Source: an optimization exercise on an open RTL-to-GDS flow (aim: small area, a short achievable clock period and few clock cycles per item). Production flows keep margins and buffers that such runs may drop.
At most, simulation tests tie the RTL to the original design; equivalence was not proved.
Power figures rest on the tool's default switching activity, not on a simulated workload.

## run F
==> flow/design.v (excerpt) <==
module l1_cache #(
    parameter int INDEX_BITS = 4
) (
    input  logic        clock,
    input  logic        arst_n,
    input  logic        read,
    input  logic        write,
    input  logic        flush,
    input  logic [31:0] address,
    input  logic [31:0] data_in,
    input  logic [3:0]  byte_en,
    input  logic [3:0]  mem2cache_msg,
    input  logic [31:0] mem2cache_data,
    output logic        ready,
    output logic        valid,
    output logic [31:0] data_out,
    output logic [3:0]  cache2mem_msg,
    output logic [31:0] cache2mem_address,
    output logic [31:0] cache2mem_data
);
Size in the first run: about 1,200 flip-flops, ~210 I/O pins.
clock: 5.0 ns
lec_check: 0
cap_margin: 20
core_margin: 2
core_utilization: 40
setup_slack_margin: 2.6
slew_margin: 20
tns_end_percent: 10
standard.sh (not shown) runs the stock make flow with config.mk's settings and CLKGATE_MAP_FILE= SYNTH_SCRIPT=/design/flow/synth_recipe.tcl, a recipe that flattens the netlist after the stock synthesis.
==> flow/flow/run.sh <==
#!/bin/bash
# The standard layout, with two changes:
#  - port buffers are buf_2 cells rather than the default delay buffers;
#  - the clock tree uses clkbuf_4/clkbuf_8 in clusters of up to 30 sinks,
#    without dummy loads.
# make's full output goes to standard.log; each ORFS step keeps its own log
# under orfs/logs/.
set -euo pipefail
cd "$(dirname "$0")/.."
bash standard.sh \
  "BUFFER_PORTS_ARGS=-buffer_cell sky130_fd_sc_hd__buf_2" \
  "CTS_ARGS=-sink_clustering_enable -repair_clock_nets -dont_use_dummy_load -sink_clustering_size 30 -buf_list {sky130_fd_sc_hd__clkbuf_4 sky130_fd_sc_hd__clkbuf_8}" \
  finish > standard.log 2>&1
## Diff of input files: run X against run F
--- a/flow/design.v
+++ b/flow/design.v
@@ -108,15 +108,15 @@
         d_rd   = 1'b0;
         for (int j = 0; j < DEPTH; j++) begin
             tag_rd = tag_rd | (tag_mem[j] & {TAG_BITS{sel_oh[j]}});
             v_rd   = v_rd | (valid_bits[j] & sel_oh[j]);
             d_rd   = d_rd | (dirty_bits[j] & sel_oh[j]);
         end
     end
-    assign same_line = fire & |(sel_oh & s1_oh);
+    assign same_line = fire & (address[2 +: INDEX_BITS] == s1_idx);
     assign s1_idx_next   = (~s1_v | fire) ? address[2 +: INDEX_BITS] : s1_idx;
     assign m_idx_next    = fire ? s1_idx : m_idx;
     assign hold_idx_next = m_wbp_next ? m_idx_next : s1_idx_next;
     always_comb begin
         for (int j = 0; j < DEPTH; j++) begin
             hold_oh_next[j] = (hold_idx_next == j);
         end
@@ -129,16 +129,16 @@
         for (int j = 0; j < DEPTH; j++) begin
             data_sel = data_sel | (data_mem[j] & {32{s1_oh[j]}});
         end
     end
     always_ff @(posedge clock) begin
         tsel_q <= tag_rd;
         if (same_line) begin
-            vsel_q <= s1_fl ? (vsel_q & ~hit) : 1'b1;
-            dsel_q <= s1_fl ? dsel_q : (s1_wr | dsel_q);
+            vsel_q <= ~s1_fl | (vsel_q & ~hit);
+            dsel_q <= s1_wr | dsel_q;
         end else begin
             vsel_q <= v_rd;
             dsel_q <= d_rd;
         end
     end
     always_comb begin
         msg_next   = msg_q;
## What came out
- Taking run F as the reference, in run X core utilization -0.73 points, share of power burned in the clock network -0.2 points, share of the synthesized netlist area taken by xor and xnor gates ~0 delta, synthesized netlist cell count -about 0.6%.
- Against run F, fmax in run X rose by a few percent.
Testbench counts of run X, summed over its fixed seeds: cycles 51,789, items 12,000.
Function not checked in run F: the RTL went through the layout flow alone.


Another version of the RTL of l1_cache (not shown whole).
Size: about 2,400 cells after synthesis.
==> module l1_cache, before the edit <==
module l1_cache #(
    parameter int INDEX_BITS = 4
) (
    input  logic        clock,
    input  logic        arst_n,
    input  logic        read,
    input  logic        write,
    input  logic        flush,
    input  logic [31:0] address,
    input  logic [31:0] data_in,
    input  logic [3:0]  byte_en,
    input  logic [3:0]  mem2cache_msg,
    input  logic [31:0] mem2cache_data,
    output logic        ready,
    output logic        valid,
    output logic [31:0] data_out,
    output logic [3:0]  cache2mem_msg,
    output logic [31:0] cache2mem_address,
    output logic [31:0] cache2mem_data
);
    localparam int DEPTH    = 1 << INDEX_BITS;
    localparam int TAG_BITS = 32 - 2 - INDEX_BITS;
    localparam logic [1:0] M_NONE  = 2'd0;
    localparam logic [1:0] M_READ  = 2'd1;    
    localparam logic [1:0] M_WB    = 2'd2;    
    localparam logic [1:0] M_FLUSH = 2'd3;    
    logic [DEPTH-1:0]    valid_bits;
    logic [DEPTH-1:0]    dirty_bits;
    logic [TAG_BITS-1:0] tag_mem  [0:DEPTH-1];
    logic [31:0]         data_mem [0:DEPTH-1];
    logic                  s1_v;
    logic                  s1_rd, s1_wr, s1_fl;
    logic [TAG_BITS-1:0]   s1_tag;
    logic [INDEX_BITS-1:0] s1_idx;
    logic [31:0]           s1_data;
    logic [3:0]            s1_be;
    logic [TAG_BITS-1:0]   tsel_q;
    logic                  vsel_q, dsel_q;
    logic [1:0]            msg_q;
    logic                  m_gap;       
    logic                  m_wbp;       
    logic [INDEX_BITS-1:0] m_idx;
    logic                  m_rd;
    logic [3:0]            m_keep;      
    logic [29:0]           maddr_q;
    logic [31:0]           out_q;       
    logic                  valid_q;
    logic                  ready_q;
    logic                  fire_q;      
    logic one_request, mem_resp, m_busy, fire, hit, victim_dirty;
    logic s1_v_next, m_busy_next, m_gap_next, m_wbp_next;
    logic [1:0] msg_next;
    logic [INDEX_BITS-1:0] idx_sel;
    logic [TAG_BITS-1:0]   tag_rd;
    logic [31:0]           data_sel;
    logic                  same_line;
    assign one_request = (read & ~write & ~flush) | (~read & write & ~flush) |
                         (~read & ~write & flush);
    assign mem_resp = (mem2cache_msg == 4'd4);
    assign m_busy   = (msg_q != M_NONE) | m_gap;
    assign fire     = fire_q;
    assign hit          = vsel_q & (tsel_q == s1_tag);
    assign victim_dirty = vsel_q & dsel_q;
    assign idx_sel   = m_wbp   ? m_idx :
                       ready_q ? address[2 +: INDEX_BITS] : s1_idx;
    assign tag_rd    = tag_mem[idx_sel];
    assign same_line = fire & (idx_sel == s1_idx);
    assign data_sel  = data_mem[s1_idx];
    always_ff @(posedge clock) begin
        tsel_q <= tag_rd;
        if (same_line) begin
            vsel_q <= s1_fl ? (vsel_q & ~hit) : 1'b1;
            dsel_q <= s1_fl ? dsel_q : (s1_wr | dsel_q);
        end else begin
            vsel_q <= valid_bits[idx_sel];
            dsel_q <= dirty_bits[idx_sel];
        end
    end
    always_comb begin
        msg_next   = msg_q;
        m_gap_next = m_gap;
        if (fire) begin
            if (s1_fl) begin
                if (hit & dsel_q) msg_next = M_FLUSH;
            end else if (!hit) begin
                msg_next = victim_dirty ? M_WB : M_READ;
            end
        end else if (m_gap) begin
            msg_next   = M_READ;
            m_gap_next = 1'b0;
        end else if (mem_resp) begin
            msg_next   = M_NONE;
            m_gap_next = (msg_q == M_WB);
        end
    end
    assign m_busy_next = (msg_next != M_NONE) | m_gap_next;
    assign m_wbp_next  = (msg_next == M_WB) | m_gap_next;
    assign s1_v_next   = ready_q ? one_request : (s1_v & ~fire);
    always_ff @(posedge clock or negedge arst_n) begin
        if (!arst_n) begin
            ready_q <= 1'b0;
            fire_q  <= 1'b0;
            s1_v    <= 1'b0;
            msg_q   <= M_NONE;
            m_gap   <= 1'b0;
            m_wbp   <= 1'b0;
            valid_q <= 1'b0;
        end else begin
            ready_q <= ~(s1_v_next & m_busy_next) & ~m_wbp_next;
            fire_q  <= s1_v_next & ~m_busy_next;
            s1_v    <= s1_v_next;
            msg_q   <= msg_next;
            m_gap   <= m_gap_next;
            m_wbp   <= m_wbp_next;
            valid_q <= (fire & s1_rd & hit) |
                       ((msg_q == M_READ) & mem_resp & m_rd);
        end
    end
    always_ff @(posedge clock) begin
        if (ready_q) begin
            s1_rd   <= read;
            s1_wr   <= write;
            s1_fl   <= flush;
            s1_tag  <= address[31 -: TAG_BITS];
            s1_idx  <= address[2 +: INDEX_BITS];
            s1_data <= data_in;
            s1_be   <= byte_en;
        end
    end
    always_ff @(posedge clock) begin
        if (fire) begin
            m_idx  <= s1_idx;
            m_rd   <= s1_rd;
            m_keep <= s1_wr ? s1_be : 4'b0000;
        end
        if (fire) begin
            maddr_q <= {(victim_dirty ? tsel_q : s1_tag), s1_idx};
        end else if (m_gap) begin
            maddr_q <= {tsel_q, m_idx};
        end
        if (fire) begin
            out_q <= data_sel;
        end else if (msg_q == M_READ) begin
            out_q <= mem2cache_data;
        end
    end
    always_ff @(posedge clock or negedge arst_n) begin
        if (!arst_n) begin
            valid_bits <= '0;
        end else if (fire & (~s1_fl | hit)) begin
            valid_bits[s1_idx] <= ~s1_fl;
        end
    end
    logic        fill;
    logic [31:0] wdata;
    assign fill  = (msg_q == M_READ);
    assign wdata = m_busy ? mem2cache_data : s1_data;
    always_ff @(posedge clock) begin
        if (fire & ~s1_fl) begin
            tag_mem[s1_idx]    <= s1_tag;
            dirty_bits[s1_idx] <= s1_wr | (hit & dsel_q);
        end
        for (int j = 0; j < DEPTH; j++) begin
            for (int i = 0; i < 4; i++) begin
                if ((fire & s1_wr & (s1_idx == j) & s1_be[i]) |
                    (fill & (m_idx == j) & ~m_keep[i])) begin
                    data_mem[j][8*i +: 8] <= wdata[8*i +: 8];
                end
            end
        end
    end
    assign ready             = ready_q;
    assign valid             = valid_q;
    assign data_out          = out_q;
    assign cache2mem_msg     = {2'b00, msg_q};
    assign cache2mem_address = {maddr_q, 2'b00};
    assign cache2mem_data    = out_q;
endmodule
clock: 5.0 ns
lec_check: 0
cap_margin: 20
core_margin: 2
core_utilization: 40
cts_buf_list: sky130_fd_sc_hd__clkbuf_4 sky130_fd_sc_hd__clkbuf_8
cts_cluster_size: 30
setup_slack_margin: 2.5
slew_margin: 20
tns_end_percent: 10
run.sh (not shown) runs the stock make flow with config.mk's settings and CLKGATE_MAP_FILE= SYNTH_SCRIPT=/design/flow/synth_recipe.tcl, a recipe that flattens the netlist after the stock synthesis.
Stock flow here: none of the scripts above is used.
Testbench counts at the start, summed over its fixed seeds: cycles 51,789, items 12,000.
Then changed:
--- a/flow/design.v
+++ b/flow/design.v
@@ -75,9 +75,8 @@
     logic [29:0]           maddr_q;
     logic [31:0]           out_q;       
     logic                  valid_q;
     logic                  ready_q;
-    logic                  fire_q;      
     logic one_request, mem_resp, m_busy, fire, hit, victim_dirty;
     logic s1_v_next, m_busy_next, m_gap_next, m_wbp_next;
     logic [1:0] msg_next;
     logic [INDEX_BITS-1:0] idx_sel;
@@ -87,9 +86,9 @@
     assign one_request = (read & ~write & ~flush) | (~read & write & ~flush) |
                          (~read & ~write & flush);
     assign mem_resp = (mem2cache_msg == 4'd4);
     assign m_busy   = (msg_q != M_NONE) | m_gap;
-    assign fire     = fire_q;
+    assign fire     = s1_v & ~m_busy;
     assign hit          = vsel_q & (tsel_q == s1_tag);
     assign victim_dirty = vsel_q & dsel_q;
     assign idx_sel   = m_wbp   ? m_idx :
                        ready_q ? address[2 +: INDEX_BITS] : s1_idx;
@@ -128,17 +127,15 @@
     assign s1_v_next   = ready_q ? one_request : (s1_v & ~fire);
     always_ff @(posedge clock or negedge arst_n) begin
         if (!arst_n) begin
             ready_q <= 1'b0;
-            fire_q  <= 1'b0;
             s1_v    <= 1'b0;
             msg_q   <= M_NONE;
             m_gap   <= 1'b0;
             m_wbp   <= 1'b0;
             valid_q <= 1'b0;
         end else begin
             ready_q <= ~(s1_v_next & m_busy_next) & ~m_wbp_next;
-            fire_q  <= s1_v_next & ~m_busy_next;
             s1_v    <= s1_v_next;
             msg_q   <= msg_next;
             m_gap   <= m_gap_next;
             m_wbp   <= m_wbp_next;
Register-to-register slack improved by 0.02 ns.
Count of clock-buffer cells in the layout is higher by 10.
Routed wire length is higher by 5.8%.
Cell count is higher by 5.8%.
Die area is higher by 0.77%.
Sequential cell count is lower by 1.
Non-clock buffer count is higher by 85.
Only the layout flow was run in the second run of this note; the RTL was not checked for function there.

==> port drivers added, routing unchanged <==
Ports are ideal in the flow. The routed layouts listed here were re-timed in OpenROAD.
Step 1 sets driving cells, clkbuf_16 on the clock port and buf_2 on the other inputs (assumed; they add their load-dependent delay and slew).
Step 2 moves the port delays by t, midway between the first and last clock arrival at a register: inputs arrive t later, outputs are due t later. That takes back most of the time a late clock gives input paths.
Three values: ideal ports, drivers, drivers and shift; two values: the first two.
| run | t, ns | setup WS [ns] | pins driven straight from the clock port |
|---|---|---|---|
| run F | 0.886 | 2.327 / 2.327 / 1.494 | 1 |
| run X | 0.889 | 2.380 / 2.380 / 1.566 | 1 |
| the first run of note 2 | 0.911 | 2.235 / 2.162 / 1.512 | 1 |
| the second run of note 2 | 0.928 | 2.323 / 2.288 / 1.494 | 1 |
After both steps setup and hold are still met in every run listed. For run F, which loses most, drivers alone change the setup slack by 0.000 ns; drivers and shift together by -0.833 ns.
